This design comes from an exercise in tuning for small area and a short achievable clock period on the open sky130 flow, not from production work.
The RTL was checked by simulation tests, not by an equivalence proof against the original design.
Power is estimated from default activity; no workload was simulated.

==> flow/design.v <==
`timescale 1ns/1ps
module inst_decoder (
    input  logic [31:0]         inst,
    output logic [1:0]          fu,
    output logic [4:0]          op,
    output logic [5-1:0]  dst,
    output logic [5-1:0]  src1,
    output logic [5-1:0]  src2,
    output logic [2:0]          imm_sel
);
    logic [6:0] opcode;
    logic [2:0] funct3;
    logic [6:0] funct7;
    logic       f7_zero, f7_alt, r_ok, i_ok, alt;
    logic       use_rd, use_rs1, use_rs2;
    logic [3:0] alu_code;
    assign opcode  = inst[6:0];
    assign funct3  = inst[14:12];
    assign funct7  = inst[31:25];
    assign f7_zero = funct7 == 7'h00;
    assign f7_alt  = funct7 == 7'h20;
    assign r_ok    = f7_zero | (f7_alt & (funct3 == 3'd0 | funct3 == 3'd5));
    assign i_ok    = (funct3 == 3'd1) ? f7_zero :
                     (funct3 == 3'd5) ? (f7_zero | f7_alt) : 1'b1;
    assign alt     = opcode[5] ? f7_alt : (f7_alt & (funct3 == 3'd5));
    always_comb begin
        case (funct3)
            3'd0:    alu_code = alt ? 4'd2 : 4'd1;
            3'd1:    alu_code = 4'd6;
            3'd2:    alu_code = 4'd9;
            3'd3:    alu_code = 4'd10;
            3'd4:    alu_code = 4'd5;
            3'd5:    alu_code = alt ? 4'd8 : 4'd7;
            3'd6:    alu_code = 4'd4;
            default: alu_code = 4'd3;
        endcase
    end
    always_comb begin
        fu      = 2'd0;
        op      = 5'd0;
        imm_sel = 3'd0;
        use_rd  = 1'b0;
        use_rs1 = 1'b0;
        use_rs2 = 1'b0;
        case (opcode)
            7'b0110011: if (r_ok) begin
                fu = 2'd1;
                op[3:0] = alu_code;
                {use_rd, use_rs1, use_rs2} = 3'b111;
            end
            7'b0010011: if (i_ok) begin
                fu = 2'd1;
                op[4] = 1'b1;
                op[3:0] = alu_code;
                {use_rd, use_rs1} = 2'b11;
                imm_sel = 3'd1;
            end
            7'b0000011: if (funct3 != 3'd3 && funct3 < 3'd6) begin
                fu = 2'd2;
                op[3:1] = funct3;
                {use_rd, use_rs1} = 2'b11;
                imm_sel = 3'd1;
            end
            7'b0100011: if (funct3 < 3'd3) begin
                fu = 2'd2;
                op[3:1] = funct3;
                op[0] = 1'b1;
                {use_rs1, use_rs2} = 2'b11;
                imm_sel = 3'd2;
            end
            7'b1100011: if (funct3 != 3'd2 && funct3 != 3'd3) begin
                fu = 2'd3;
                op = {2'b00, funct3};
                {use_rs1, use_rs2} = 2'b11;
                imm_sel = 3'd3;
            end
            7'b1101111: begin
                fu = 2'd3;
                op = 5'h10;
                use_rd = 1'b1;
                imm_sel = 3'd5;
            end
            7'b1100111: if (funct3 == 3'd0) begin
                fu = 2'd3;
                op = 5'h11;
                {use_rd, use_rs1} = 2'b11;
                imm_sel = 3'd1;
            end
            7'b0110111, 7'b0010111: begin    
                fu = 2'd1;
                op[4] = 1'b1;
                op[3:0] = opcode[5] ? 4'd11 : 4'd12;
                use_rd = 1'b1;
                imm_sel = 3'd4;
            end
            default: ;
        endcase
    end
    assign dst  = use_rd  ? inst[11:7]  : '0;
    assign src1 = use_rs1 ? inst[19:15] : '0;
    assign src2 = use_rs2 ? inst[24:20] : '0;
endmodule
`timescale 1ns/1ps
module issue_ctrl (
    input  logic [31:0]        inst,
    input  logic               b_a,
    input  logic               b_m,
    input  logic               b_j,
    input  logic [4:0]         dst_a,
    input  logic [4:0]         dst_m,
    input  logic [4:0]         dst_j,
    input  logic               stall,
    input  logic               flush,
    output logic               is_en
);
    logic [6:0] opc;
    logic [2:0] f3;
    logic [6:0] f7;
    logic [4:0] rd;
    logic       o6, c_alu, c_ld, c_st, c_br, c_jmp, rdhit, hazard;
    assign opc = inst[6:0];
    assign f3  = inst[14:12];
    assign f7  = inst[31:25];
    assign rd  = inst[11:7];
    assign o6  = ~f7[6] & ~(|f7[4:0]);
    assign c_alu = (opc == 7'b0110011 & o6 & (~f7[5] | f3 == 3'd0 | f3 == 3'd5)) |
                   (opc == 7'b0010011 & (f3 == 3'd1 ? o6 & ~f7[5] : f3 == 3'd5 ? o6 : 1'b1)) |
                   (opc == 7'b0110111) | (opc == 7'b0010111);
    assign c_ld  = opc == 7'b0000011 & f3 != 3'd3 & f3 != 3'd6 & f3 != 3'd7;
    assign c_st  = opc == 7'b0100011 & f3 != 3'd3 & ~f3[2];
    assign c_br  = opc == 7'b1100011 & f3 != 3'd2 & f3 != 3'd3;
    assign c_jmp = (opc == 7'b1101111) | (opc == 7'b1100111 & f3 == 3'd0);
    assign rdhit = (|rd) & ((b_a & (dst_a == rd)) | (b_m & (dst_m == rd)) | (b_j & (dst_j == rd)));
    assign hazard = (b_a & c_alu) | (b_m & (c_ld | c_st)) | (b_j & (c_br | c_jmp)) |
                    ((c_alu | c_ld | c_jmp) & rdhit);
    assign is_en  = flush | (~stall & ~hazard);
endmodule
`timescale 1ns/1ps
module ctrl_unit (
    input  logic               clk,
    input  logic               rst,
    input  logic [31:0]        pc,
    input  logic [31:0]        inst,
    input  logic [31:0]        imm,
    input  logic               alu_done,
    input  logic               mem_done,
    input  logic               jump_done,
    input  logic               is_jump,
    output logic               is_en,
    output logic [2:0]         imm_sel,
    output logic               alu_en,
    output logic               mem_en,
    output logic               jump_en,
    output logic [31:0]        pc_ctrl,
    output logic [31:0]        imm_ctrl,
    output logic [5-1:0] rs1_ctrl,
    output logic [5-1:0] rs2_ctrl,
    output logic [4:0]         jump_op,
    output logic [3:0]         alu_op,
    output logic               alu_use_pc,
    output logic               alu_use_imm,
    output logic               mem_we,
    output logic [2:0]         mem_bhw,
    output logic [2:0]         write_sel,
    output logic               reg_write,
    output logic [5-1:0] rd_ctrl
);
    logic [1:0]         dec_fu;
    logic [4:0]         dec_op;
    logic [4:0]         dec_dst, dec_src1, dec_src2;
    inst_decoder u_dec (
        .inst(inst), .fu(dec_fu), .op(dec_op), .dst(dec_dst),
        .src1(dec_src1), .src2(dec_src2), .imm_sel(imm_sel)
    );
    logic       b_a, b_m, b_j;       
    logic       d_a, d_m, d_j;       
    logic       p_a, p_m, p_j;       
    logic [4:0] dst_a, dst_m, dst_j;
    logic [1:0] t_a1, t_a2;          
    logic [1:0] t_m1, t_m2;          
    logic [1:0] t_j1, t_j2;          
    logic [1:0] w_am, w_ma, w_ja, w_jm;
    logic       jp;                  
    logic       stall, flush;
    logic       en_a, en_m, en_j, use0, use1;
    logic       el_a, el_m, el_j;
    logic [31:0] pc0, imm0, pc1, imm1;
    logic [4:0]  s1_0, s2_0, s1_1, s2_1;
    logic [4:0]  op0;
    logic [3:0]  op1;                
    assign jump_en = en_j;
    assign alu_en  = en_a;
    assign mem_en  = en_m;
    assign pc_ctrl  = ({32{use0}} & pc0)  | ({32{use1}} & pc1);
    assign imm_ctrl = ({32{use0}} & imm0) | ({32{use1}} & imm1);
    assign rs1_ctrl = ({5{use0}} & s1_0)  | ({5{use1}} & s1_1);
    assign rs2_ctrl = ({5{use0}} & s2_0)  | ({5{use1}} & s2_1);
    logic is_auipc;
    assign is_auipc    = en_a & (op0[3:0] == 4'd12);
    assign alu_use_pc  = is_auipc;
    assign alu_use_imm = en_a & op0[4];
    assign alu_op      = is_auipc ? 4'd1 : ({4{en_a}} & op0[3:0]);
    assign mem_we      = en_m & op1[0];
    assign mem_bhw     = {3{en_m}} & op1[3:1];
    assign jump_op[4]   = (en_j & ~jp & op0[4]) | (en_j & jp & op1[3]);
    assign jump_op[3]   = 1'b0;
    assign jump_op[2:0] = ({3{en_j & ~jp}} & op0[2:0]) | ({3{en_j & jp}} & op1[2:0]);
    logic keep0, keep1;
    assign keep0 = (p_a & ~en_a) | (p_j & ~jp & ~en_j);
    assign keep1 = (p_m & ~en_m) | (p_j & jp & ~en_j);
    logic g_a, g_m, g_j;
    assign g_j = el_j;
    assign g_a = el_a & ~el_j;
    assign g_m = el_m & ~el_j & ~el_a;
    assign reg_write = el_j | el_a | el_m;
    assign write_sel = {g_j, 1'b0, g_m};
    assign rd_ctrl   = ({5{g_a}} & dst_a) | ({5{g_m}} & dst_m) | ({5{g_j}} & dst_j);
    logic [6:0] opc;
    logic [2:0] f3;
    logic [6:0] f7;
    logic [4:0] rd;
    logic       c_alu, c_ld, c_st, c_br, c_jmp;
    logic       rdhit, hazard, go, is_a, is_m, is_j;
    assign opc = inst[6:0];
    assign f3  = inst[14:12];
    assign f7  = inst[31:25];
    assign rd  = inst[11:7];
    logic o6;
    assign o6 = ~f7[6] & ~(|f7[4:0]);
    assign c_alu = (opc == 7'b0110011 & o6 & (~f7[5] | f3 == 3'd0 | f3 == 3'd5)) |
                   (opc == 7'b0010011 & (f3 == 3'd1 ? o6 & ~f7[5] : f3 == 3'd5 ? o6 : 1'b1)) |
                   (opc == 7'b0110111) | (opc == 7'b0010111);
    assign c_ld  = opc == 7'b0000011 & f3 != 3'd3 & f3 != 3'd6 & f3 != 3'd7;
    assign c_st  = opc == 7'b0100011 & f3 != 3'd3 & ~f3[2];
    assign c_br  = opc == 7'b1100011 & f3 != 3'd2 & f3 != 3'd3;
    assign c_jmp = (opc == 7'b1101111) | (opc == 7'b1100111 & f3 == 3'd0);
    assign rdhit = (|rd) & ((b_a & (dst_a == rd)) | (b_m & (dst_m == rd)) | (b_j & (dst_j == rd)));
    assign hazard = (b_a & c_alu) | (b_m & (c_ld | c_st)) | (b_j & (c_br | c_jmp)) |
                    ((c_alu | c_ld | c_jmp) & rdhit);
    issue_ctrl u_issue (
        .inst(inst), .b_a(b_a), .b_m(b_m), .b_j(b_j),
        .dst_a(dst_a), .dst_m(dst_m), .dst_j(dst_j),
        .stall(stall), .flush(flush), .is_en(is_en)
    );
    assign go     = ~flush & ~stall & ~hazard;
    assign is_a   = go & c_alu;
    assign is_m   = go & (c_ld | c_st);
    assign is_j   = go & (c_br | c_jmp);
    logic src1_nz, src2_nz, dst_nz;
    logic h1_a, h1_m, h1_j, h2_a, h2_m, h2_j;
    assign src1_nz = |dec_src1;
    assign src2_nz = |dec_src2;
    assign dst_nz  = |dec_dst;
    assign h1_a = src1_nz & b_a & (dst_a == dec_src1);
    assign h1_m = src1_nz & b_m & (dst_m == dec_src1);
    assign h1_j = src1_nz & b_j & (dst_j == dec_src1);
    assign h2_a = src2_nz & b_a & (dst_a == dec_src2);
    assign h2_m = src2_nz & b_m & (dst_m == dec_src2);
    assign h2_j = src2_nz & b_j & (dst_j == dec_src2);
    logic [1:0] x0, x1;
    assign x0 = {2{dst_nz}} & {dec_dst == s2_0, dec_dst == s1_0};
    assign x1 = {2{dst_nz}} & {dec_dst == s2_1, dec_dst == s1_1};
    logic       p_a_n, p_m_n, p_j_n, d_a_n, d_m_n, d_j_n, jp_n;
    logic [1:0] t_a1_n, t_a2_n, t_m1_n, t_m2_n, t_j1_n, t_j2_n;
    logic       rdy_a_n, rdy_m_n, rdy_j_n, en_a_n, en_m_n, en_j_n;
    logic       ra1_h, ra2_h, rm1_h, rm2_h;
    logic       war_a_n, war_m_n, war_j_n;
    assign p_a_n = is_a | (p_a & ~en_a & ~g_a);
    assign p_m_n = is_m | (p_m & ~en_m & ~g_m);
    assign p_j_n = is_j | (p_j & ~en_j & ~g_j);
    assign d_a_n = ~g_a & (d_a | (b_a & alu_done));
    assign d_m_n = ~g_m & (d_m | (b_m & mem_done));
    assign d_j_n = ~g_j & (d_j | (b_j & jump_done));
    assign t_a1_n = p_a ? t_a1 & ~{g_j, g_m} : {h1_j & ~g_j, h1_m & ~g_m};
    assign t_a2_n = p_a ? t_a2 & ~{g_j, g_m} : {h2_j & ~g_j, h2_m & ~g_m};
    assign t_m1_n = p_m ? t_m1 & ~{g_j, g_a} : {h1_j & ~g_j, h1_a & ~g_a};
    assign t_m2_n = p_m ? t_m2 & ~{g_j, g_a} : {h2_j & ~g_j, h2_a & ~g_a};
    assign t_j1_n = p_j ? t_j1 & ~{g_m, g_a} : {h1_m & ~g_m, h1_a & ~g_a};
    assign t_j2_n = p_j ? t_j2 & ~{g_m, g_a} : {h2_m & ~g_m, h2_a & ~g_a};
    assign jp_n   = p_j ? jp : keep0;
    assign rdy_a_n = p_a_n & ~(|t_a1_n) & ~(|t_a2_n);
    assign rdy_m_n = p_m_n & ~(|t_m1_n) & ~(|t_m2_n);
    assign rdy_j_n = p_j_n & ~(|t_j1_n) & ~(|t_j2_n);
    assign en_j_n  = rdy_j_n;
    assign en_a_n  = rdy_a_n & ~rdy_j_n;
    assign en_m_n  = rdy_m_n & ~rdy_j_n & ~rdy_a_n;
    assign ra1_h = p_a & ~en_a & ~g_a & ~(|(t_a1 & ~{g_j, g_m}));
    assign ra2_h = p_a & ~en_a & ~g_a & ~(|(t_a2 & ~{g_j, g_m}));
    assign rm1_h = p_m & ~en_m & ~g_m & ~(|(t_m1 & ~{g_j, g_a}));
    assign rm2_h = p_m & ~en_m & ~g_m & ~(|(t_m2 & ~{g_j, g_a}));
    assign war_a_n = ~g_m & ((w_am[0] & rm1_h) | (w_am[1] & rm2_h));
    assign war_m_n = ~g_a & ((w_ma[0] & ra1_h) | (w_ma[1] & ra2_h));
    assign war_j_n = (~g_a & ((w_ja[0] & ra1_h) | (w_ja[1] & ra2_h))) |
                     (~g_m & ((w_jm[0] & rm1_h) | (w_jm[1] & rm2_h)));
    always_ff @(posedge clk or posedge rst) begin
        if (rst) begin
            b_a <= 1'b0; b_m <= 1'b0; b_j <= 1'b0;
            d_a <= 1'b0; d_m <= 1'b0; d_j <= 1'b0;
            p_a <= 1'b0; p_m <= 1'b0; p_j <= 1'b0;
            en_a <= 1'b0; en_m <= 1'b0; en_j <= 1'b0;
            use0 <= 1'b0; use1 <= 1'b0;
            el_a <= 1'b0; el_m <= 1'b0; el_j <= 1'b0;
            stall <= 1'b0;
            flush <= 1'b0;
        end else begin
            b_a <= is_a | (b_a & ~g_a);
            b_m <= is_m | (b_m & ~g_m);
            b_j <= is_j | (b_j & ~g_j);
            d_a <= d_a_n;
            d_m <= d_m_n;
            d_j <= d_j_n;
            p_a <= p_a_n;
            p_m <= p_m_n;
            p_j <= p_j_n;
            en_a <= en_a_n;
            en_m <= en_m_n;
            en_j <= en_j_n;
            use0 <= en_a_n | (en_j_n & ~jp_n);
            use1 <= en_m_n | (en_j_n & jp_n);
            el_a <= d_a_n & ~war_a_n;
            el_m <= d_m_n & ~war_m_n;
            el_j <= d_j_n & ~war_j_n;
            if (is_j)
                stall <= 1'b1;
            else if (jump_done)
                stall <= 1'b0;
            flush <= jump_done & is_jump;
        end
    end
    always_ff @(posedge clk) begin
        if (!b_a) begin
            dst_a <= dec_dst;
            w_am  <= {2{p_m}} & x1;
        end else begin
            w_am  <= w_am & ~{2{g_m}};
        end
        if (!b_m) begin
            dst_m <= dec_dst;
            w_ma  <= {2{p_a}} & x0;
        end else begin
            w_ma  <= w_ma & ~{2{g_a}};
        end
        if (!b_j) begin
            dst_j <= dec_dst;
            w_ja  <= {2{p_a}} & x0;
            w_jm  <= {2{p_m}} & x1;
        end else begin
            w_ja  <= w_ja & ~{2{g_a}};
            w_jm  <= w_jm & ~{2{g_m}};
        end
        t_a1 <= t_a1_n;
        t_a2 <= t_a2_n;
        t_m1 <= t_m1_n;
        t_m2 <= t_m2_n;
        t_j1 <= t_j1_n;
        t_j2 <= t_j2_n;
        jp   <= jp_n;
        if (!keep0) begin
            pc0  <= pc;
            imm0 <= imm;
            s1_0 <= dec_src1;
            s2_0 <= dec_src2;
            op0  <= dec_op;
        end
        if (!keep1) begin
            pc1  <= pc;
            imm1 <= imm;
            s1_1 <= dec_src1;
            s2_1 <= dec_src2;
            op1  <= {dec_op[4] | dec_op[3], dec_op[2:0]};
        end
    end
endmodule
==> flow/flow/run.sh <==
#!/bin/bash
# Standard layout (standard.sh, all steps) with two changes:
# * plain buf_1 cells as the port buffers (the default pick is a slow delay buffer);
# * the platform's don't-use list extended with slow wide OR / AOI-style cells,
#   so that mapping and repair build the decode logic from faster gates.
# Registers come out of the standard synthesis unchanged.
set -euo pipefail
export BUFFER_PORTS_ARGS="-buffer_cell sky130_fd_sc_hd__buf_1"
PLATFORM_DONT_USE="sky130_fd_sc_hd__probe_p_8 sky130_fd_sc_hd__probec_p_8 sky130_fd_sc_hd__lpflow_bleeder_1 sky130_fd_sc_hd__lpflow_clkbufkapwr_1 sky130_fd_sc_hd__lpflow_clkbufkapwr_16 sky130_fd_sc_hd__lpflow_clkbufkapwr_2 sky130_fd_sc_hd__lpflow_clkbufkapwr_4 sky130_fd_sc_hd__lpflow_clkbufkapwr_8 sky130_fd_sc_hd__lpflow_clkinvkapwr_1 sky130_fd_sc_hd__lpflow_clkinvkapwr_16 sky130_fd_sc_hd__lpflow_clkinvkapwr_2 sky130_fd_sc_hd__lpflow_clkinvkapwr_4 sky130_fd_sc_hd__lpflow_clkinvkapwr_8 sky130_fd_sc_hd__lpflow_decapkapwr_12 sky130_fd_sc_hd__lpflow_decapkapwr_3 sky130_fd_sc_hd__lpflow_decapkapwr_4 sky130_fd_sc_hd__lpflow_decapkapwr_6 sky130_fd_sc_hd__lpflow_decapkapwr_8 sky130_fd_sc_hd__lpflow_inputiso0n_1 sky130_fd_sc_hd__lpflow_inputiso0p_1 sky130_fd_sc_hd__lpflow_inputiso1n_1 sky130_fd_sc_hd__lpflow_inputiso1p_1 sky130_fd_sc_hd__lpflow_inputisolatch_1 sky130_fd_sc_hd__lpflow_isobufsrc_1 sky130_fd_sc_hd__lpflow_isobufsrc_16 sky130_fd_sc_hd__lpflow_isobufsrc_2 sky130_fd_sc_hd__lpflow_isobufsrc_4 sky130_fd_sc_hd__lpflow_isobufsrc_8 sky130_fd_sc_hd__lpflow_isobufsrckapwr_16 sky130_fd_sc_hd__lpflow_lsbuf_lh_hl_isowell_tap_1 sky130_fd_sc_hd__lpflow_lsbuf_lh_hl_isowell_tap_2 sky130_fd_sc_hd__lpflow_lsbuf_lh_hl_isowell_tap_4 sky130_fd_sc_hd__lpflow_lsbuf_lh_isowell_4 sky130_fd_sc_hd__lpflow_lsbuf_lh_isowell_tap_1 sky130_fd_sc_hd__lpflow_lsbuf_lh_isowell_tap_2 sky130_fd_sc_hd__lpflow_lsbuf_lh_isowell_tap_4"
P=sky130_fd_sc_hd__
SLOW="${P}or3_* ${P}or3b_* ${P}or4_* ${P}or4b_* ${P}or4bb_* ${P}a2111o_* ${P}o41a_* ${P}a311o_* ${P}o311a_* ${P}o2111a_* ${P}a41o_* ${P}nor4_* ${P}nor4b_* ${P}nor4bb_* ${P}a2111oi_* ${P}o41ai_* ${P}and4bb_* ${P}and4b_*"
bash standard.sh "BUFFER_PORTS_ARGS=$BUFFER_PORTS_ARGS" "DONT_USE_CELLS=$PLATFORM_DONT_USE $SLOW" finish > standard_flow.log 2>&1
==> flow/standard.sh <==
#!/bin/bash
# synth_recipe.tcl (not shown) runs the flow's synth.tcl, then flattens the netlist and writes it again
# the make line also repeats each setting of config.mk as NAME=value (left out here)
make -C /OpenROAD-flow-scripts/flow DESIGN_CONFIG=/design/flow/config.mk WORK_HOME=/design/flow/orfs CLKGATE_MAP_FILE= SYNTH_SCRIPT=/design/flow/synth_recipe.tcl "${@:-finish}"
==> flow/config.mk <==
export PLATFORM = sky130hd
export DESIGN_NAME = ctrl_unit
export DESIGN_NICKNAME = ctrl_unit
export VERILOG_FILES = /design/flow/design.v
export SDC_FILE = /design/flow/constraint.sdc
export NUM_CORES = 4
export LEC_CHECK = 0
export CAP_MARGIN = 20
export CORE_MARGIN = 2
export CORE_UTILIZATION = 65
export CTS_CLUSTER_DIAMETER = 200
export CTS_CLUSTER_SIZE = 25
export SETUP_SLACK_MARGIN = 2.3
export SLEW_MARGIN = 20
==> flow/constraint.sdc <==
create_clock -name core_clock -period 5.0 [get_ports {clk}]
set_input_delay 1.0000 -clock core_clock [delete_from_list [all_inputs] [get_ports {clk}]]
set_output_delay 1.0000 -clock core_clock [all_outputs]
set_load 0.01 [all_outputs]
==> summary.txt, run 1 <==
STA
  – Fin crit period: 3.249 ns
  – # setup viols final: 0
  – Max-slew violation count: 0
  – RSZ-0062 raised after global routing: true
  – Clock skew: 0.02098 ns
  – Worst slew pin tran: 1.045 ns
  – Worst Setup Slack, final: 1.751 ns
  – Tcrit/Tclk final: 0.6499
  – Final Hold Vio Count: 0
  – Hold WS: 0.4926 ns
  – Setup TNS: 0 ns
  – Fmax: 307.8 MHz
  – Relative slew margins: 0.3034

Die
  – Initial Util: 0.6720
  – Rows: 43
  – Die area: 15440 um^2
  – Core Box Area: 13990 um^2
  – Die Height: 124.3 um
  – # IOs: 207
  – Die Width: 124.3 um

Worst setup path
  – Delay-heaviest family, CP: compound AO/OA/AOI/OAI gates
  – Crit path from: inst[13]
  – R2R setup slack: 2.44 ns
  – RR Endpoint: use0
  – Crit start category: primary input
  – Crit path cell chain: buf_6 > a21o_1 > o21a_1 > nor3_1 > a221oi_2 > nand2_1 > o21bai_2 > buf_2
  – Slowest stage cell, crit path: a221oi_2
  – WP data arrival: 2.25 ns
  – Reg2reg path depth: 9
  – Largest stage delay, worst path: 0.28 ns
  – Crit Path Class: primary input to output pin
  – WP buf/inv: 2
  – WP data required: 4.00 ns
  – Critical Path Fanout Max: 16
  – Crit path capture type: output pin
  – R2r startpoint: el_j

Logic synthesis
  – Ranking of synthesized cells by area: edfxtp_1 55%, a22o_1 6.9%, dfrtp_1 5.1%
  – Post-synthesis sequential area ratio: 0.6447
  – Number of enable flip-flop cells after synthesis: 172
  – Top FF cell, synth: edfxtp_1
  – Syn Inst Count: 724
  – Netlist cell types: 67
  – Syn_area_per_cell: 12.98 um^2
  – Yosys reg bits: 212
  – Yosys warns: 2
  – Area share of the largest cell type after synthesis: 0.5494
  – Cell area after synthesis: 9400 um^2
  – Cell taking the most area after synthesis: edfxtp_1
  – Asr flop ratio synth: 0.08962

Clock network
  – Root Driver: clkbuf_16
  – Htree depth: 1
  – CTS max path bufs: 3
  – Clk sinks: 212
  – Worst-skew pair later-pin latency: 0.48 ns
  – Clk slew on worst S/H paths: 0.10 ns
  – Num CTS Buffers: 12
  – TritonCTS clock tree: yes

Placement
  – DP Area: 10280 um^2
  – Port buffer count: 204
  – HPWL Detailed: 16280 um
  – Placer Congestion: 0.9681
  – Worst slack, placed: 1.242 ns

Finish
  – Area used by multi-input combinational logic: 3278 um^2
  – Nets: 1043
  – Commonest non-fill, non-tap cell in the layout: buf_1
  – Register Area: 6073 um^2
  – Fin area: 11260 um^2
  – Layout Area Growth over Synthesis: 19.78%
  – # fillers: 786
  – Share of layout cells above drive strength 1: 0.1478
  – Most frequent cells in the layout: 186 x buf_1, 172 x edfxtp_1, 74 x a22o_1

Routing
  – Initial DRC count: 751
  – Number of remaining DRC errors: 0
  – Drt wl/cell: 22.39 um
  – Via/cell ratio: 6.317
  – DR vias: 7126
  – WL final: 25260 um
  – First-pass iteration count of the detailed router: 7
  – Final ANT Viol Nets: 0

Global routing
  – Number of global-route vias before repair: 6833
  – GR Overflow Total: 0
  – First-pass GRT wire length: 37300 um
  – Largest net degree at the start of global routing: 80
  – Initial antenna violation count: 1
  – Global Route Usage Sum: 0.3044

Min path
  – Hold EP: el_a
  – Hold Path Depth: 1
  – Hold Startpoint: w_am[1]
  – Worst Hold Class: register to register

Job
  – Max-cap viol count: 0

Power
  – PwrDens: 428.8 nW/um^2
  – Total power draw: 4.828 mW
  – Peak VDD IR: 0.4091 mV
  – Leak pwr: 4.241 nW

Run status
  – Outcome: complete, no violations
## final cells by class
| class | count | area share |
|---|---|---|
| Clock buffer | 19 | 0.03089 |
| Multi-Input combinational cell | 452 | 0.2911 |
| Inverter | 17 | 0.006001 |
| Sequential cell | 212 | 0.5394 |
| Antenna cell | 1 | 0.0002222 |
| Tap cell | 180 | 0.02000 |
| Timing Repair Buffer | 246 | 0.1109 |
| Clock inverter | 1 | 0.001445 |
## sequential cells by signal (all words and copies together) (netlist names), 4 cells and up
register,count
pc1,32
s2_0,5
op0,5
dst_m,5
pc0,32
s1_1,5
s1_0,5
dst_a,5
dst_j,5
s2_1,5
imm0,32
op1,4
imm1,32
## what timing repair did
item / CTS / global route
pin swaps: 10 / 18
hold buffers: 0 / 0
setup buffers: 20 / 18
endpoints found under the setup margin: 101 / 25
resized for setup: 59 / 22
## report_power, final
group / switching (mW) / total, mW / internal (mW)
clock network: 0.551 / 1.04 / 0.493
logic: 0.746 / 1.22 / 0.477
registers: 0.242 / 2.56 / 2.32
total: 1.54 / 4.83 / 3.29
## cells in the mapped netlist (3+ instances only)
cell      instances
edfxtp_1        172
a22o_1           74
xnor2_1          45
nand2_1          43
nor2_1           40
clkbuf_1         29
nand3_1          26
dfxtp_1          21
xor2_1           21
nor3_1           20
dfrtp_1          19
o21ai_0          19
inv_1            17
a21oi_1          14
nor2b_1          13
and3_1           11
a21o_1            9
nand4_1           9
o21ai_1           9
a22oi_1           8
nand2b_1          8
and2_1            7
mux2i_1           6
nand3b_1          6
o211ai_1          6
buf_6             5
or2_2             5
buf_4             4
buf_1             3
buf_2             3
## how the worst max path moves through the flow
stage | to | slack [ns] | cells after the start
6_report | is_en | 1.75 | 8
5_1_grt | is_en | 1.64 | 8
4_1_cts | is_en | 1.75 | 8
3_5_place_dp | is_en | 1.24 | 8
3_3_place_gp | is_en | 1.31 | 8
2_1_floorplan | is_en | 2.03 | 6
## worst register-to-register path, cell delays in order, from the launching register on
cell and delay [ns]:
dfrtp_4 0.42, buf_4 0.17, nand2b_1 0.44, nand3_1 0.14
nor3_1 0.32, o211ai_1 0.21, o21ai_1 0.26, nor3_2 0.08
and3b_2 0.26, a21o_1 0.17
## cells by family after synthesis
| logic type | after synthesis | synth area share |
|---|---|---|
| flops | 212 | 0.6447 |
| simple gates | 208 | 0.1177 |
| compound gates | 170 | 0.1390 |
| xor+xnor | 66 | 0.06149 |
| buf+inv | 61 | 0.03035 |
| mux | 6 | 0.006389 |
| other cells | 1 | 0.0003989 |
## through the flow
stage	std cells	util
after global placement	1068	0.7348
after floorplan	725	-
final	1128	0.8049
after global routing	1128	0.8049
after detailed placement	1068	0.7348
after CTS	1108	0.7861
## per-layer routing
layer / GRT usage / part of all wire / up-vias
met5: 0 / 0 / -
met2: 0.5307 / 0.52 / 433
met4: 0.09914 / 0.023 / 0
met1: 0.3910 / 0.38 / 3495
li1: - / - / 3138
met3: 0.05198 / 0.081 / 60
==> inputs of run 2 (changes only) <==
--- a/flow/config.mk
+++ b/flow/config.mk
@@ -11,4 +11,4 @@
 export CTS_CLUSTER_DIAMETER = 200
 export CTS_CLUSTER_SIZE = 25
-export SETUP_SLACK_MARGIN = 2.3
+export SETUP_SLACK_MARGIN = 2.1
 export SLEW_MARGIN = 20
==> summary.txt, run 2 <==
Run status
  – Outcome: complete, no violations (unchanged)

Worst setup path
  – Critical Path Fanout Max: 5 (was 16)
  – R2r startpoint: el_j (unchanged)
  – Crit Path Class: primary input to output pin (unchanged)
  – Crit path capture type: output pin (unchanged)
  – Reg2reg path depth: 10 (was 9)
  – Crit start category: primary input (unchanged)
  – WP data arrival: 2.23 ns (was 2.25 ns)
  – R2R setup slack: 2.39 ns (was 2.44 ns)
  – RR Endpoint: use1 (was use0)
  – WP data required: 4.00 ns (about the same)

Logic synthesis
  – Area share of the largest cell type after synthesis: 0.5494 (unchanged)
  – Syn_area_per_cell: 12.98 um^2 (unchanged)
  – Most frequent cell after synthesis: edfxtp_1 (unchanged)
  – Cell taking the most area after synthesis: edfxtp_1 (unchanged)
  – Top post-synthesis cells by count: 172 x edfxtp_1, 74 x a22o_1, 45 x xnor2_1 (unchanged)
  – Syn Inst Count: 724 (unchanged)
  – Ranking of synthesized cells by area: edfxtp_1 55%, a22o_1 6.9%, dfrtp_1 5.1% (unchanged)
  – Yosys reg bits: 212 (unchanged)
  – Netlist cell types: 67 (unchanged)
  – Top FF cell, synth: edfxtp_1 (unchanged)
  – Number of enable flip-flop cells after synthesis: 172 (unchanged)
  – Asr flop ratio synth: 0.08962 (unchanged)
  – Post-synthesis sequential area ratio: 0.6447 (unchanged)
  – Yosys warns: 2 (unchanged)
  – Cell area after synthesis: 9400 um^2 (unchanged)

Finish
  – # fillers: 845 (was 786)
  – Share of layout cells above drive strength 1: 0.1380 (was 0.1478)
  – Layout Area Growth over Synthesis: 18.85% (was 19.78%)
  – Nets: 1038 (was 1043)
  – Commonest non-fill, non-tap cell in the layout: buf_1 (unchanged)
  – Most frequent cells in the layout: 184 x buf_1, 172 x edfxtp_1, 74 x a22o_1 (was 186 x buf_1, 172 x edfxtp_1, 74 x a22o_1)
  – Antenna diode count: 0 (was 1)
  – Fin area: 11170 um^2 (was 11260 um^2)

Die
  – Die Height: 124.3 um (unchanged)
  – Initial Util: 0.6720 (unchanged)
  – Die Width: 124.3 um (unchanged)
  – Core Box Area: 13990 um^2 (unchanged)
  – # IOs: 207 (unchanged)
  – Rows: 43 (unchanged)
  – Die area: 15440 um^2 (unchanged)

Global routing
  – GR Overflow Total: 0 (unchanged)
  – Initial antenna violation count: 0 (was 1)
  – First-pass GRT wire length: 36450 um (was 37300 um)
  – Global Route Usage Sum: 0.2951 (was 0.3044)
  – Number of global-route vias before repair: 6830 (was 6833)
  – Largest net degree at the start of global routing: 80 (unchanged)

Power
  – Total power draw: 4.717 mW (was 4.828 mW)
  – Leak pwr: 4.195 nW (was 4.241 nW)
  – Peak VDD IR: 0.3979 mV (was 0.4091 mV)
  – PwrDens: 422.2 nW/um^2 (was 428.8 nW/um^2)

Clock network
  – Clk sinks: 212 (unchanged)
  – CTS max path bufs: 3 (unchanged)
  – Htree depth: 1 (unchanged)
  – Root Driver: clkbuf_16 (unchanged)
  – Num CTS Buffers: 12 (unchanged)
  – CTS Hold Bufs: 0 (unchanged)
  – TritonCTS clock tree: yes (unchanged)
  – Worst-skew pair later-pin latency: 0.48 ns (about the same)
  – Clk slew on worst S/H paths: 0.10 ns (about the same)

Min path
  – Hold EP: el_m (was el_a)
  – Worst Hold Class: register to register (unchanged)
  – Hold Path Depth: 1 (unchanged)
  – Hold Startpoint: w_ma[1] (was w_am[1])

STA
  – Final Hold Vio Count: 0 (unchanged)
  – Max-slew violation count: 0 (unchanged)
  – Worst slew pin tran: 0.7797 ns (was 1.045 ns)
  – Worst Setup Slack, final: 1.769 ns (was 1.751 ns)
  – Relative slew margins: 0.4797 (was 0.3034)
  – Fin crit period: 3.231 ns (was 3.249 ns)
  – RSZ-0062 raised after global routing: true (unchanged)
  – Clock skew: 0.01957 ns (was 0.02098 ns)
  – Fmax: 309.5 MHz (was 307.8 MHz)
  – Tcrit/Tclk final: 0.6462 (was 0.6499)
  – # setup viols final: 0 (unchanged)
  – Setup TNS: 0 ns (unchanged)

Placement
  – HPWL Detailed: 16090 um (was 16280 um)
  – Port buffer count: 204 (unchanged)
  – DP Area: 10270 um^2 (was 10280 um^2)
  – Worst slack, placed: 1.207 ns (was 1.242 ns)
  – Placer Congestion: 0.9522 (was 0.9681)

Routing
  – WL final: 23640 um (was 25260 um)
  – Final ANT Viol Nets: 0 (unchanged)
  – Initial DRC count: 769 (was 751)
  – First-pass iteration count of the detailed router: 7 (unchanged)
  – Via/cell ratio: 6.226 (was 6.317)
  – Drt wl/cell: 21.07 um (was 22.39 um)
  – Number of remaining DRC errors: 0 (unchanged)
  – DR vias: 6986 (was 7126)

Job
  – Max-cap viol count: 0 (unchanged)
==> run 2: what timing repair did <==
item / in CTS / in global routing
endpoints found under the setup margin: 61 / 11
setup buffers: 20 / 12
resized for setup: 54 / 24
endpoints found under the hold margin: 0 / 0
pin swaps: 11 / 11
==> run 2: cell type report <==
type | count | area [um^2] | area share
repair buffers | 241 | 1185 | 0.1061
multi-input cells | 452 | 3253 | 0.2912
clock inverters | 1 | 16.27 | 0.001456
clock buffers | 19 | 347.8 | 0.03113
flip-flops and latches | 212 | 6073 | 0.5436
well taps | 180 | 225.2 | 0.02016
inverters | 17 | 71.32 | 0.006384
==> run 2: power breakdown <==
| group | total (mW) | switching (mW) | internal [mW] | leakage, nW |
|---|---|---|---|---|
| clock | 1.03 | 0.536 | 0.493 | 0.175 |
| combinational | 1.12 | 0.684 | 0.434 | 1.73 |
| sequential | 2.57 | 0.255 | 2.32 | 2.29 |
| total | 4.72 | 1.47 | 3.24 | 4.19 |
==> run 2: metal layers <==
metal / share of wire / global-route usage / up-vias / routed length [um]
li1: - / - / 3127 / -
met1: 0.39 / 0.3947 / 3395 / 9154
met2: 0.50 / 0.5153 / 414 / 11900
met3: 0.083 / 0.04038 / 50 / 1970
met4: 0.026 / 0.07601 / 0 / 620
met5: 0 / 0 / - / 0
==> run 2: worst max-delay path, cell delays in order <==
cell       delay, ns
buf_6           0.09
and3b_2         0.25
buf_6           0.13
nand4bb_4       0.09
nand3b_1        0.12
o21ai_2         0.19
nor2_2          0.06
o21bai_2        0.14
buf_2           0.15
==> run 2: worst max path at each step <==
stage | to | from | slack [ns] | depth (start not counted)
finish | is_en | inst[0] | 1.77 | 9
CTS | is_en | inst[4] | 1.82 | 8
global placement | is_en | inst[14] | 1.31 | 8
floorplan | is_en | inst[6] | 2.03 | 6
global route | is_en | inst[12] | 1.68 | 8
detailed placement | is_en | inst[14] | 1.21 | 8
==> run 2: logic make-up after synthesis <==
kind of cell,count (synthesis),synth area share
AND/OR/NAND/NOR,208,0.1177
other,1,0.0003989
buffers and inverters,61,0.03035
AO/OA/AOI/OAI,170,0.1390
multiplexers,6,0.006389
XOR/XNOR,66,0.06149
flip-flops,212,0.6447
==> run 2: through the flow <==
step	instances	hold WS, ns	util
after global placement	1069	0.4137	0.7343
after CTS	1109	0.4520	0.7841
after floorplan	725	0.3896	-
final	1122	0.4482	0.7987
after global routing	1122	0.4697	0.7987
after detailed placement	1069	0.4225	0.7343
==> inputs of run 3 (changes only) <==
--- a/flow/config.mk
+++ b/flow/config.mk
@@ -11,4 +11,4 @@
 export CTS_CLUSTER_DIAMETER = 200
 export CTS_CLUSTER_SIZE = 25
-export SETUP_SLACK_MARGIN = 2.1
+export SETUP_SLACK_MARGIN = 1.7
 export SLEW_MARGIN = 20
==> summary.txt, run 3 <==
Routing
  – Number of remaining DRC errors: 0 (unchanged)
  – Drt wl/cell: 20.87 um (was 21.07 um)
  – WL final: 22850 um (was 23640 um)
  – First-pass iteration count of the detailed router: 5 (was 7)
  – Initial DRC count: 734 (was 769)
  – DR vias: 6775 (was 6986)
  – Final ANT Viol Nets: 0 (unchanged)
  – Via/cell ratio: 6.187 (was 6.226)

STA
  – Final Hold Vio Count: 0 (unchanged)
  – # setup viols final: 0 (unchanged)
  – Max-slew violation count: 0 (unchanged)
  – Worst Setup Slack, final: 1.693 ns (was 1.769 ns)
  – Hold WS: 0.4350 ns (was 0.4482 ns)
  – Worst slew pin tran: 1.059 ns (was 0.7797 ns)
  – Tcrit/Tclk final: 0.6614 (was 0.6462)
  – Clock skew: 0.01681 ns (was 0.01957 ns)
  – Fin crit period: 3.307 ns (was 3.231 ns)
  – Fmax: 302.4 MHz (was 309.5 MHz)
  – RSZ-0062 raised after global routing: true (unchanged)
  – Relative slew margins: 0.2938 (was 0.4797)
  – Setup TNS: 0 ns (unchanged)

Min path
  – Worst Hold Class: register to register (unchanged)
  – Hold Startpoint: w_ma[1] (unchanged)

Worst setup path
  – Crit path cell chain: buf_6 > nand2b_1 > nand2_1 > a21oi_1 > a221oi_2 > nand2_1 > o21bai_1 > buf_2 (was buf_6 > and3b_2 > buf_6 > nand4bb_4 > nand3b_1 > o21ai_2 > nor2_2 > o21bai_2 > buf_2)
  – WP buf/inv: 2 (was 3)
  – WP data required: 4.00 ns (about the same)
  – Crit path from: inst[14] (was inst[0])
  – Slowest stage cell, crit path: a221oi_2 (was and3b_2)
  – Delay-heaviest family, CP: compound AO/OA/AOI/OAI gates (was simple AND/OR/NAND/NOR gates)
  – RR Endpoint: use0 (was use1)
  – R2r startpoint: el_j (unchanged)
  – Crit start category: primary input (unchanged)
  – Reg2reg path depth: 8 (was 10)
  – CP Capture Point: is_en (unchanged)
  – CP dominant cell by count: nand2_1 (was buf_6)
  – R2R setup slack: 2.10 ns (was 2.39 ns)
  – WP data arrival: 2.31 ns (was 2.23 ns)
  – Crit path capture type: output pin (unchanged)
  – Largest stage delay, worst path: 0.34 ns (was 0.25 ns)
  – Crit Path Class: primary input to output pin (unchanged)
  – CP Depth: 8 (was 9)
  – Critical Path Fanout Max: 18 (was 5)

Finish
  – Fin area: 10760 um^2 (was 11170 um^2)
  – Layout Area Growth over Synthesis: 14.43% (was 18.85%)
  – Antenna diode count: 0 (unchanged)
  – Nets: 1011 (was 1038)
  – Most frequent cells in the layout: 190 x buf_1, 172 x edfxtp_1, 74 x a22o_1 (was 184 x buf_1, 172 x edfxtp_1, 74 x a22o_1)
  – Commonest non-fill, non-tap cell in the layout: buf_1 (unchanged)
  – Share of layout cells above drive strength 1: 0.08306 (was 0.1380)

Clock network
  – TritonCTS clock tree: yes (unchanged)
  – Worst-skew pair later-pin latency: 0.46 ns (was 0.48 ns)
  – Root Driver: clkbuf_16 (unchanged)
  – Num CTS Buffers: 12 (unchanged)
  – CTS Hold Bufs: 0 (unchanged)
  – Clk slew on worst S/H paths: 0.08 ns (was 0.10 ns)
  – Clk sinks: 212 (unchanged)
  – Htree depth: 1 (unchanged)
  – CTS max path bufs: 3 (unchanged)

Global routing
  – Initial antenna violation count: 0 (unchanged)
  – Global Route Usage Sum: 0.2851 (was 0.2951)
  – First-pass GRT wire length: 35370 um (was 36450 um)
  – Number of global-route vias before repair: 6567 (was 6830)
  – GR Overflow Total: 0 (unchanged)
  – Largest net degree at the start of global routing: 80 (unchanged)

Logic synthesis
  – Syn Inst Count: 724 (unchanged)
  – Cell area after synthesis: 9400 um^2 (unchanged)
  – Most frequent cell after synthesis: edfxtp_1 (unchanged)
  – Top post-synthesis cells by count: 172 x edfxtp_1, 74 x a22o_1, 45 x xnor2_1 (unchanged)
  – Netlist cell types: 67 (unchanged)
  – Syn_area_per_cell: 12.98 um^2 (unchanged)
  – Yosys warns: 2 (unchanged)
  – Ranking of synthesized cells by area: edfxtp_1 55%, a22o_1 6.9%, dfrtp_1 5.1% (unchanged)
  – Cell taking the most area after synthesis: edfxtp_1 (unchanged)
  – Top FF cell, synth: edfxtp_1 (unchanged)
  – Post-synthesis sequential area ratio: 0.6447 (unchanged)
  – Yosys reg bits: 212 (unchanged)
  – Number of enable flip-flop cells after synthesis: 172 (unchanged)
  – Area share of the largest cell type after synthesis: 0.5494 (unchanged)
  – Asr flop ratio synth: 0.08962 (unchanged)

Power
  – PwrDens: 430.8 nW/um^2 (was 422.2 nW/um^2)
  – Peak VDD IR: 0.2305 mV (was 0.3979 mV)
  – Leak pwr: 4.000 nW (was 4.195 nW)

Die
  – # IOs: 207 (unchanged)
  – Die Width: 124.3 um (unchanged)
  – Initial Util: 0.6720 (unchanged)
  – Die Height: 124.3 um (unchanged)
  – Rows: 43 (unchanged)
  – Die area: 15440 um^2 (unchanged)
  – Core Box Area: 13990 um^2 (unchanged)

Placement
  – Placer Congestion: 0.9175 (was 0.9522)
  – Worst slack, placed: 1.155 ns (was 1.207 ns)
  – HPWL Detailed: 15970 um (was 16090 um)
  – DP Area: 10220 um^2 (was 10270 um^2)
  – Port buffer count: 204 (unchanged)

Job
  – Max-cap viol count: 0 (unchanged)

Run status
  – Outcome: complete, no violations (unchanged)
[run 3: cell counts after synthesis]
No cell type changed its count.
[run 3: cell families after synthesis]
family | share of synthesized area
other | 0.0003989
DFF | 0.6447
buffers and inverters | 0.03035
and+or+nand+nor | 0.1177
muxes | 0.006389
xor gates and xnor gates | 0.06149
AOI/OAI and AO/OA | 0.1390
[run 3: worst register-to-register path: stages (launching register included)]
cell and delay, ns:
dfrtp_1 0.81, nand2b_1 0.54, nand3_1 0.15, nor3_1 0.30, o211ai_1 0.23, o21ai_1 0.24, nor3_1 0.09, and3b_1 0.26
a21o_1 0.18
[run 3: how the worst min path moves through the flow]
stage	end	slack (ns)	depth (start not counted)
floorplan	el_a	0.39	1
global placement	el_m	0.43	1
detailed placement	el_m	0.43	1
CTS	el_m	0.44	1
global route	el_m	0.46	1
finish	el_m	0.43	1
[run 3: layer usage]
metal  track usage  vias to the layer above  part of all wire
met1        0.3865                     3306              0.40
met5             0                        -                 0
met4       0.07799                        0             0.024
met2        0.4876                      343              0.50
met3       0.04167                       46             0.077
li1              -                     3080                 -
[run 3: metrics by stage]
stage,utilization,power [mW],cells
final,0.7690,4.634,1095
after global placement,0.7307,3.570,1068
after floorplan,-,3.244,725
after global routing,0.7690,4.825,1095
after CTS,0.7644,4.620,1092
after detailed placement,0.7307,3.620,1068
[run 3: what timing repair did]
| item | 4_1_cts | 5_1_grt |
|---|---|---|
| gates resized for setup | 26 | 11 |
| endpoints found under the setup margin | 3 | 22 |
| pin swaps | 4 | 4 |
| hold endpoints to repair | 0 | 0 |
| setup buffers | 4 | 2 |
[run 3: power by group]
group	internal, mW	total, mW	leakage [nW]	switching (mW)
Sequential	2.32	2.62	2.29	0.301
Combinational	0.391	0.999	1.54	0.608
Clock	0.490	1.02	0.174	0.529
[run 3: layout make-up]
type                            instances  area (um^2)
Tap cell                              180        225.2
Clock inverter                          1        16.27
Sequential cell                       212         6068
Clock buffer                           19        347.8
Inverter                               17        63.81
Fill cell                             874         3232
Timing Repair Buffer                  214        898.4
Multi-Input combinational cell        452         3137
==> inputs of run 4 (changes only) <==
--- a/flow/config.mk
+++ b/flow/config.mk
@@ -8,5 +8,5 @@
 export CAP_MARGIN = 20
 export CORE_MARGIN = 2
-export CORE_UTILIZATION = 65
+export CORE_UTILIZATION = 78
 export CTS_CLUSTER_DIAMETER = 200
 export CTS_CLUSTER_SIZE = 25
==> summary.txt, run 4 <==
Run status
  – Outcome: complete, no violations (unchanged)

Clock network
  – CTS max path bufs: 3 (unchanged)
  – Htree depth: 1 (unchanged)
  – Worst-skew pair later-pin latency: 0.49 ns (was 0.46 ns)
  – Clk sinks: 212 (unchanged)
  – TritonCTS clock tree: yes (unchanged)
  – Clk slew on worst S/H paths: 0.10 ns (was 0.08 ns)
  – Num CTS Buffers: 12 (unchanged)
  – CTS Hold Bufs: 0 (unchanged)
  – Root Driver: clkbuf_16 (unchanged)

Logic synthesis
  – Top FF cell, synth: edfxtp_1 (unchanged)
  – Syn Inst Count: 724 (unchanged)
  – Post-synthesis sequential area ratio: 0.6447 (unchanged)
  – Area share of the largest cell type after synthesis: 0.5494 (unchanged)
  – Ranking of synthesized cells by area: edfxtp_1 55%, a22o_1 6.9%, dfrtp_1 5.1% (unchanged)
  – Number of enable flip-flop cells after synthesis: 172 (unchanged)
  – Most frequent cell after synthesis: edfxtp_1 (unchanged)
  – Netlist cell types: 67 (unchanged)
  – Cell area after synthesis: 9400 um^2 (unchanged)
  – Cell taking the most area after synthesis: edfxtp_1 (unchanged)
  – Yosys warns: 2 (unchanged)
  – Asr flop ratio synth: 0.08962 (unchanged)
  – Top post-synthesis cells by count: 172 x edfxtp_1, 74 x a22o_1, 45 x xnor2_1 (unchanged)
  – Syn_area_per_cell: 12.98 um^2 (unchanged)
  – Yosys reg bits: 212 (unchanged)

STA
  – # setup viols final: 0 (unchanged)
  – Final Hold Vio Count: 0 (unchanged)
  – Relative slew margins: 0.4915 (was 0.2938)
  – Fmax: 305.7 MHz (was 302.4 MHz)
  – Fin crit period: 3.271 ns (was 3.307 ns)
  – Worst Setup Slack, final: 1.729 ns (was 1.693 ns)
  – Hold WS: 0.4526 ns (was 0.4350 ns)
  – Clock skew: 0.02585 ns (was 0.01681 ns)
  – Tcrit/Tclk final: 0.6543 (was 0.6614)
  – Worst slew pin tran: 0.7620 ns (was 1.059 ns)
  – Max-slew violation count: 0 (unchanged)
  – RSZ-0062 raised after global routing: true (unchanged)
  – Setup TNS: 0 ns (unchanged)

Placement
  – Port buffer count: 204 (unchanged)
  – HPWL Detailed: 17090 um (was 15970 um)
  – Placer Congestion: 0.8995 (was 0.9175)
  – Worst slack, placed: 1.191 ns (was 1.155 ns)
  – DP Area: 10210 um^2 (was 10220 um^2)
  – Placed cells: 1037 (was 1068)

Finish
  – Share of layout cells above drive strength 1: 0.09160 (was 0.08306)
  – Fin area: 10780 um^2 (was 10760 um^2)
  – Antenna diode count: 0 (unchanged)
  – Final core area utilization: 0.9049 (was 0.7690)
  – Layout Area Growth over Synthesis: 14.67% (was 14.43%)
  – Commonest non-fill, non-tap cell in the layout: buf_1 (unchanged)
  – Final std cells w/o fill: 1064 (was 1095)
  – Nets: 1013 (was 1011)
  – Most frequent cells in the layout: 188 x buf_1, 172 x edfxtp_1, 74 x a22o_1 (was 190 x buf_1, 172 x edfxtp_1, 74 x a22o_1)
  – # fillers: 418 (was 874)

Global routing
  – Largest net degree at the start of global routing: 80 (unchanged)
  – First-pass GRT wire length: 39710 um (was 35370 um)
  – Global Route Usage Sum: 0.4048 (was 0.2851)
  – Number of global-route vias before repair: 7030 (was 6567)
  – GR Overflow Total: 0 (unchanged)
  – Initial antenna violation count: 0 (unchanged)

Routing
  – First-pass iteration count of the detailed router: 6 (was 5)
  – Final ANT Viol Nets: 0 (unchanged)
  – Initial DRC count: 1694 (was 734)
  – Via/cell ratio: 7.285 (was 6.187)
  – Number of remaining DRC errors: 0 (unchanged)
  – WL final: 29280 um (was 22850 um)
  – DR vias: 7751 (was 6775)
  – Drt wl/cell: 27.52 um (was 20.87 um)

Power
  – PwrDens: 450.7 nW/um^2 (was 430.8 nW/um^2)
  – Leak pwr: 4.034 nW (was 4.000 nW)
  – Total power draw: 4.858 mW (was 4.634 mW)
  – Peak VDD IR: 0.3273 mV (was 0.2305 mV)

Die
  – Die area: 12950 um^2 (was 15440 um^2)
  – Rows: 40 (was 43)
  – Initial Util: 0.7892 (was 0.6720)
  – Core Box Area: 11910 um^2 (was 13990 um^2)
  – # IOs: 207 (unchanged)
  – Die Width: 113.8 um (was 124.3 um)
  – Die Height: 113.8 um (was 124.3 um)

Worst setup path
  – WP data required: 4.00 ns (about the same)
  – WP data arrival: 2.27 ns (was 2.31 ns)
  – Crit path capture type: output pin (unchanged)
  – Crit Path Class: primary input to output pin (unchanged)
  – Critical Path Fanout Max: 15 (was 18)
  – Crit start category: primary input (unchanged)

Job
  – Max-cap viol count: 0 (unchanged)

Min path
  – Worst Hold Class: register to register (unchanged)
==> run 4: cell count changes in the layout (fill, tap and decap cells not counted), moves of 2 or more <==
| cell | change |
|---|---|
| buf_1 | -2 |
| buf_2 | -3 |
| buf_4 | -2 |
| buf_6 | +3 |
| clkbuf_2 | +5 |
| dfrtp_2 | +3 |
| dfrtp_4 | -2 |
| nor3_1 | -2 |
| nor3_2 | +2 |
==> run 4: kinds of logic after synthesis <==
group                     Yosys count  synth area share
buffers and inverters              61           0.03035
xor gates and xnor gates           66           0.06149
and+or+nand+nor                   208            0.1177
AOI/OAI and AO/OA                 170            0.1390
muxes                               6          0.006389
other                               1         0.0003989
DFF                               212            0.6447
==> run 4: worst max-delay path, stage by stage <==
cell      delay [ns]
buf_6           0.14
nor2b_1         0.20
o221ai_1        0.16
o211a_4         0.21
o21ai_2         0.19
nand2_1         0.07
o21bai_1        0.15
buf_2           0.15
==> run 4: worst paths after layout <==
path / end / slack [ns] / cells past startpoint / from
hold reg to reg: el_m / 0.45 / 1 / w_ma[1]
max in group asynchronous: use1 / 3.84 / 2 / rst
min in group asynchronous: el_a / 0.62 / 2 / rst
hold / removal: el_m / 0.45 / 1 / w_ma[1]
setup / recovery: is_en / 1.73 / 8 / inst[12]
setup reg to reg: use0 / 1.73 / 9 / el_j
==> run 4: where the power goes <==
part | internal (mW) | switching [mW] | total, mW
combinational | 0.403 | 0.756 | 1.16
clock | 0.494 | 0.586 | 1.08
sequential | 2.32 | 0.302 | 2.62
==> run 4: area by class of cell <==
class,count,area [um^2],share of cell area
Tap cell,147,183.9,0.01706
Clock buffer,19,347.8,0.03227
Sequential cell,212,6065,0.5626
Inverter,17,67.56,0.006268
Multi-Input combinational cell,452,3152,0.2924
Clock inverter,1,16.27,0.001509
Timing Repair Buffer,216,947.2,0.08787
==> run 4: per-layer routing <==
metal	vias up	wire length [um]	global-route usage
met5	-	0	0
met4	0	2258	0.1715
met3	229	3974	0.08289
met2	864	13600	0.6750
met1	3576	9448	0.5268
li1	3082	-	-
==> run 4: what timing repair did <==
action	in CTS	in global routing
pin swaps	1	9
resized for setup	19	25
endpoints found under the setup margin	5	4
buffers inserted	2	4
==> inputs of run 5 (changes only) <==
--- a/flow/config.mk
+++ b/flow/config.mk
@@ -6,9 +6,9 @@
 export NUM_CORES = 4
 export LEC_CHECK = 0
-export CAP_MARGIN = 20
+export CAP_MARGIN = 5
 export CORE_MARGIN = 2
-export CORE_UTILIZATION = 78
+export CORE_UTILIZATION = 65
 export CTS_CLUSTER_DIAMETER = 200
 export CTS_CLUSTER_SIZE = 25
 export SETUP_SLACK_MARGIN = 1.7
-export SLEW_MARGIN = 20
+export SLEW_MARGIN = 5
==> summary.txt, run 5 <==
Clock network
  – Htree depth: 1 (unchanged)
  – Clk sinks: 212 (unchanged)
  – Root Driver: clkbuf_16 (unchanged)
  – CTS max path bufs: 3 (unchanged)
  – Num CTS Buffers: 12 (unchanged)
  – Clk slew on worst S/H paths: 0.08 ns (was 0.10 ns)
  – TritonCTS clock tree: yes (unchanged)
  – CTS Hold Bufs: 0 (unchanged)
  – Worst-skew pair later-pin latency: 0.46 ns (was 0.49 ns)

Worst setup path
  – Critical Path Fanout Max: 5 (was 15)
  – Crit Path Class: primary input to output pin (unchanged)
  – Crit start category: primary input (unchanged)
  – WP data arrival: 2.31 ns (was 2.27 ns)
  – WP data required: 4.00 ns (about the same)
  – Crit path capture type: output pin (unchanged)

Logic synthesis
  – Most frequent cell after synthesis: edfxtp_1 (unchanged)
  – Top FF cell, synth: edfxtp_1 (unchanged)
  – Cell area after synthesis: 9400 um^2 (unchanged)
  – Number of enable flip-flop cells after synthesis: 172 (unchanged)
  – Yosys reg bits: 212 (unchanged)
  – Area share of the largest cell type after synthesis: 0.5494 (unchanged)
  – Syn_area_per_cell: 12.98 um^2 (unchanged)
  – Cell taking the most area after synthesis: edfxtp_1 (unchanged)
  – Top post-synthesis cells by count: 172 x edfxtp_1, 74 x a22o_1, 45 x xnor2_1 (unchanged)
  – Syn Inst Count: 724 (unchanged)
  – Ranking of synthesized cells by area: edfxtp_1 55%, a22o_1 6.9%, dfrtp_1 5.1% (unchanged)
  – Post-synthesis sequential area ratio: 0.6447 (unchanged)
  – Yosys warns: 2 (unchanged)
  – Netlist cell types: 67 (unchanged)
  – Asr flop ratio synth: 0.08962 (unchanged)

Routing
  – Final ANT Viol Nets: 0 (unchanged)
  – DR top layer: met4 (unchanged)
  – Via/cell ratio: 6.185 (was 7.285)
  – DR vias: 6766 (was 7751)
  – Number of remaining DRC errors: 0 (unchanged)
  – First-pass iteration count of the detailed router: 5 (was 6)
  – Drt wl/cell: 20.66 um (was 27.52 um)
  – Routed met2 length: 11300 um (was 13600 um)
  – WL final: 22600 um (was 29280 um)
  – Met1 Routed Length: 9113 um (was 9448 um)
  – DR WL met3: 1603 um (was 3974 um)
  – Initial DRC count: 619 (was 1694)

Die
  – Die area: 15440 um^2 (was 12950 um^2)
  – Initial Util: 0.6720 (was 0.7892)
  – Rows: 43 (was 40)
  – Core Box Area: 13990 um^2 (was 11910 um^2)
  – Die Width: 124.3 um (was 113.8 um)
  – # IOs: 207 (unchanged)
  – Die Height: 124.3 um (was 113.8 um)

Power
  – P_int: 3.185 mW (was 3.215 mW)
  – Leak pwr: 3.987 nW (was 4.034 nW)
  – Total power draw: 4.615 mW (was 4.858 mW)
  – Psw: 1.429 mW (was 1.644 mW)
  – Peak VDD IR: 0.2456 mV (was 0.3273 mV)
  – Switching share of total power: 0.3097 (was 0.3383)
  – Clock power frac: 0.220 (was 0.222)
  – Combinational share of power: 0.212 (was 0.239)
  – PwrDens: 430.1 nW/um^2 (was 450.7 nW/um^2)
  – Flop pwr share: 0.568 (was 0.539)

Run status
  – Outcome: complete, no violations (unchanged)

STA
  – RSZ-0062 raised after global routing: true (unchanged)
  – Relative slew margins: 0.2384 (was 0.4915)
  – Max-slew violation count: 0 (unchanged)
  – Fmax: 302.4 MHz (was 305.7 MHz)
  – Setup TNS: 0 ns (unchanged)
  – Tcrit/Tclk final: 0.6613 (was 0.6543)
  – Final Hold Vio Count: 0 (unchanged)
  – Hold WS: 0.4369 ns (was 0.4526 ns)
  – Clock skew: 0.01620 ns (was 0.02585 ns)
  – Worst slew pin tran: 1.142 ns (was 0.7620 ns)
  – # setup viols final: 0 (unchanged)
  – Fin crit period: 3.306 ns (was 3.271 ns)

Finish
  – Layout Area Growth over Synthesis: 14.14% (was 14.67%)
  – Most frequent cells in the layout: 190 x buf_1, 172 x edfxtp_1, 74 x a22o_1 (was 188 x buf_1, 172 x edfxtp_1, 74 x a22o_1)
  – Antenna diode count: 0 (unchanged)
  – Commonest non-fill, non-tap cell in the layout: buf_1 (unchanged)
  – Share of layout cells above drive strength 1: 0.08206 (was 0.09160)
  – # fillers: 878 (was 418)
  – Fin area: 10730 um^2 (was 10780 um^2)
  – Nets: 1010 (was 1013)

Job
  – Max-cap viol count: 0 (unchanged)

Global routing
  – Initial antenna violation count: 0 (unchanged)
  – Number of global-route vias before repair: 6567 (was 7030)
  – GR Overflow Total: 0 (unchanged)
  – Global Route Usage Sum: 0.2851 (was 0.4048)
  – Largest net degree at the start of global routing: 80 (unchanged)
  – First-pass GRT wire length: 35370 um (was 39710 um)

Min path
  – Worst Hold Class: register to register (unchanged)

Placement
  – HPWL Detailed: 15970 um (was 17090 um)
  – DP Area: 10220 um^2 (was 10210 um^2)
  – Port buffer count: 204 (unchanged)
  – Placer Congestion: 0.9175 (was 0.8995)
==> run 5: cell count changes in the layout (fill, tap and decap cells not counted), sizes merged <==
cell and change:
buf +2, clkbuf -5, clkinv +1, clkinvlp -1
==> run 5: worst paths after layout <==
path | slack, ns | to | startpoint | cells after the start
max | 1.69 | is_en | inst[4] | 8
min | 0.44 | el_m | w_ma[1] | 1
max reg2reg | 2.08 | use0 | el_j | 8
min reg2reg | 0.44 | el_m | w_ma[1] | 1
max in group asynchronous | 3.85 | use0 | rst | 2
min in group asynchronous | 0.62 | en_a | rst | 2
==> run 5: cell type report <==
| cell class | count | area [um^2] | area share |
|---|---|---|---|
| Sequential cell | 212 | 6068 | 0.5656 |
| Multi-Input combinational cell | 452 | 3137 | 0.2924 |
| Timing Repair Buffer | 213 | 870.8 | 0.08117 |
| Clock buffer | 19 | 347.8 | 0.03242 |
| Tap cell | 180 | 225.2 | 0.02099 |
| Inverter | 17 | 63.81 | 0.005948 |
| Clock inverter | 1 | 16.27 | 0.001516 |
==> run 5: what timing repair did <==
item | CTS | global route
resized for setup | 26 | 11
setup endpoints to repair | 3 | 22
cloned | 0 | 0
endpoints found under the hold margin | 0 | 0
pin swaps | 4 | 4
setup buffers | 4 | 2
==> run 5: metrics by stage <==
step                        util  worst slack, ns  instances
after global placement    0.7307            1.234       1068
after global routing      0.7670            1.585       1094
final                     0.7670            1.694       1094
after detailed placement  0.7307            1.155       1068
after CTS                 0.7644            1.702       1092
after floorplan                -            1.899        725
==> run 5: metal layers <==
| metal | track usage | vias to the layer above |
|---|---|---|
| li1 | - | 3074 |
| met2 | 0.4876 | 325 |
| met3 | 0.04167 | 51 |
| met4 | 0.07799 | 0 |
| met1 | 0.3865 | 3316 |
| met5 | 0 | - |
==> run 5: kinds of logic (layout without fill, tap and decap cells) <==
| kind of cell | Yosys count | in the layout | share of synthesized area |
|---|---|---|---|
| simple gates | 208 | 208 | 0.1177 |
| mux | 6 | 6 | 0.006389 |
| compound gates | 170 | 170 | 0.1390 |
| flops | 212 | 212 | 0.6447 |
| other cells | 1 | 2 | 0.0003989 |
| xor+xnor | 66 | 66 | 0.06149 |
| buf+inv | 61 | 250 | 0.03035 |
==> run 5: power groups by stage <==
stage	Sequential (mW)	Combinational [mW]	Clock (mW)
4_1_cts	2.61	0.983	1.02
5_1_grt	2.66	1.06	1.09
2_1_floorplan	2.49	0.758	0
6_report	2.62	0.978	1.02
3_5_place_dp	2.65	0.971	0
3_3_place_gp	2.62	0.948	0
==> run 5: critical path, stage by stage <==
cell and delay (ns):
buf_1 0.11, and3b_2 0.27, nand3_2 0.10, a21oi_1 0.07, a221oi_2 0.34, nand2_1 0.10, o21bai_1 0.17, buf_2 0.15
==> inputs of run 6 (changes only) <==
--- a/flow/config.mk
+++ b/flow/config.mk
@@ -11,4 +11,4 @@
 export CTS_CLUSTER_DIAMETER = 200
 export CTS_CLUSTER_SIZE = 25
-export SETUP_SLACK_MARGIN = 1.7
+export SETUP_SLACK_MARGIN = 1.9
 export SLEW_MARGIN = 5
==> summary.txt, run 6 <==
Worst setup path
  – R2R setup slack: 2.36 ns (was 2.08 ns)
  – Reg2reg path depth: 8 (unchanged)
  – Critical Path Fanout Max: 4 (was 5)
  – CP Capture Point: is_en (unchanged)
  – Crit path capture type: output pin (unchanged)
  – R2r startpoint: el_j (unchanged)
  – RR Endpoint: use0 (unchanged)
  – WP data arrival: 2.23 ns (was 2.31 ns)
  – Crit path from: inst[6] (was inst[4])
  – Crit start category: primary input (unchanged)

Finish
  – Share of layout cells above drive strength 1: 0.1042 (was 0.08206)
  – Final core area utilization: 0.7801 (was 0.7670)
  – Nets: 1017 (was 1010)
  – # fillers: 870 (was 878)
  – Fin area: 10910 um^2 (was 10730 um^2)
  – Register Area: 6071 um^2 (was 6068 um^2)
  – Area used by multi-input combinational logic: 3218 um^2 (was 3137 um^2)
  – Layout Area Growth over Synthesis: 16.08% (was 14.14%)
  – Most frequent cells in the layout: 189 x buf_1, 172 x edfxtp_1, 74 x a22o_1 (was 190 x buf_1, 172 x edfxtp_1, 74 x a22o_1)
  – Commonest non-fill, non-tap cell in the layout: buf_1 (unchanged)

Run status
  – Outcome: complete, no violations (unchanged)

Global routing
  – Number of global-route vias before repair: 6805 (was 6567)
  – Largest net degree at the start of global routing: 80 (unchanged)
  – Initial antenna violation count: 0 (unchanged)
  – First-pass GRT wire length: 36020 um (was 35370 um)
  – Global Route Usage Sum: 0.2922 (was 0.2851)
  – GR Overflow Total: 0 (unchanged)

STA
  – # setup viols final: 0 (unchanged)
  – Final Hold Vio Count: 0 (unchanged)
  – Max-slew violation count: 0 (unchanged)
  – Setup TNS: 0 ns (unchanged)
  – Fmax: 309.7 MHz (was 302.4 MHz)
  – Fin crit period: 3.229 ns (was 3.306 ns)
  – RSZ-0062 raised after global routing: true (unchanged)
  – Tcrit/Tclk final: 0.6457 (was 0.6613)

Logic synthesis
  – Number of enable flip-flop cells after synthesis: 172 (unchanged)
  – Post-synthesis sequential area ratio: 0.6447 (unchanged)
  – Ranking of synthesized cells by area: edfxtp_1 55%, a22o_1 6.9%, dfrtp_1 5.1% (unchanged)
  – Syn Inst Count: 724 (unchanged)
  – Top FF cell, synth: edfxtp_1 (unchanged)
  – Syn_area_per_cell: 12.98 um^2 (unchanged)
  – Netlist cell types: 67 (unchanged)
  – Cell taking the most area after synthesis: edfxtp_1 (unchanged)
  – Cell area after synthesis: 9400 um^2 (unchanged)
  – Asr flop ratio synth: 0.08962 (unchanged)
  – Yosys warns: 2 (unchanged)
  – Area share of the largest cell type after synthesis: 0.5494 (unchanged)
  – Yosys reg bits: 212 (unchanged)

Power
  – PwrDens: 428.5 nW/um^2 (was 430.1 nW/um^2)
  – Leak pwr: 4.056 nW (was 3.987 nW)
  – Total power draw: 4.675 mW (was 4.615 mW)

Die
  – Die area: 15440 um^2 (unchanged)
  – # IOs: 207 (unchanged)
  – Die Height: 124.3 um (unchanged)
  – Initial Util: 0.6720 (unchanged)

Job
  – Max-cap viol count: 0 (unchanged)

Clock network
  – CTS Hold Bufs: 0 (unchanged)
  – Clk sinks: 212 (unchanged)
  – TritonCTS clock tree: yes (unchanged)
  – Root Driver: clkbuf_16 (unchanged)
  – Num CTS Buffers: 12 (unchanged)
  – Worst-skew pair later-pin latency: 0.47 ns (was 0.46 ns)
  – CTS max path bufs: 3 (unchanged)

Placement
  – DP Area: 10230 um^2 (was 10220 um^2)
  – HPWL Detailed: 15890 um (was 15970 um)
  – Placer Congestion: 0.9059 (was 0.9175)

Routing
  – First-pass iteration count of the detailed router: 5 (unchanged)
  – WL final: 23360 um (was 22600 um)
  – Number of remaining DRC errors: 0 (unchanged)
  – Final ANT Viol Nets: 0 (unchanged)

Min path
  – Worst Hold Class: register to register (unchanged)
## run 6: cell counts after synthesis
No cell type changed its count.
## run 6: logic make-up after synthesis
kind of cell	synth area share
AO/OA/AOI/OAI	0.1390
XOR/XNOR	0.06149
buffers and inverters	0.03035
flip-flops	0.6447
multiplexers	0.006389
other	0.0003989
AND/OR/NAND/NOR	0.1177
## run 6: where the power goes
part / total [mW] / leakage, nW / internal [mW] / switching [mW]
Sequential: 2.59 / 2.29 / 2.32 / 0.267
Clock: 1.03 / 0.175 / 0.493 / 0.536
Combinational: 1.06 / 1.60 / 0.395 / 0.663
## run 6: critical path, cell delays in order
cell	delay, ns
buf_12	0.10
nand4b_1	0.30
nor2_2	0.21
o211a_4	0.23
o21ai_2	0.08
nor2_1	0.09
o21bai_1	0.07
buf_2	0.14
## run 6: metal layers
layer / up-vias / share of wire / routed length, um / global-route usage
li1: 3083 / - / - / -
met1: 3368 / 0.39 / 9082 / 0.3830
met2: 338 / 0.51 / 12010 / 0.5140
met3: 48 / 0.072 / 1682 / 0.03952
met4: 0 / 0.025 / 581 / 0.08394
met5: - / 0 / 0 / 0
## run 6: timing repair
item | in CTS | in global routing
gates resized for setup | 48 | 13
pin swaps | 8 | 10
buffers inserted | 9 | 4
setup endpoints to repair | 55 | 16
## run 6: worst min path at each step
stage                        from    to  depth (start not counted)
after floorplan           w_am[1]  el_a                          1
after global placement    w_ma[1]  el_m                          1
after detailed placement  w_am[1]  el_a                          1
after CTS                 w_am[1]  el_a                          1
after global routing      w_am[1]  el_a                          1
final                     w_am[1]  el_a                          1
## run 6: area by class of cell
class                      instances  share of cell area
tap                              180             0.02064
clock inverter                     1            0.001491
sequential                       212              0.5564
multi-input combinational        452              0.2949
timing repair buffer             220             0.08818
clock buffer                      19             0.03188
inverter                          17            0.006536
## run 6: through the flow
| stage | instances | worst slack, ns | hold WS, ns |
|---|---|---|---|
| 6_report | 1101 | 1.771 | 0.4631 |
| 5_1_grt | 1101 | 1.674 | 0.4695 |
| 4_1_cts | 1097 | 1.817 | 0.4571 |
| 3_5_place_dp | 1068 | 1.149 | 0.4302 |
| 3_3_place_gp | 1068 | 1.253 | 0.4289 |
| 2_1_floorplan | 725 | 1.901 | 0.3896 |

Check on run 6: ideal ports give 1.771 ns setup slack; a clkbuf_16 on the clock port and buf_2 on the inputs give 1.725 ns; moving port delays by the midpoint clock arrival (0.500 ns) as well gives 1.576 ns.
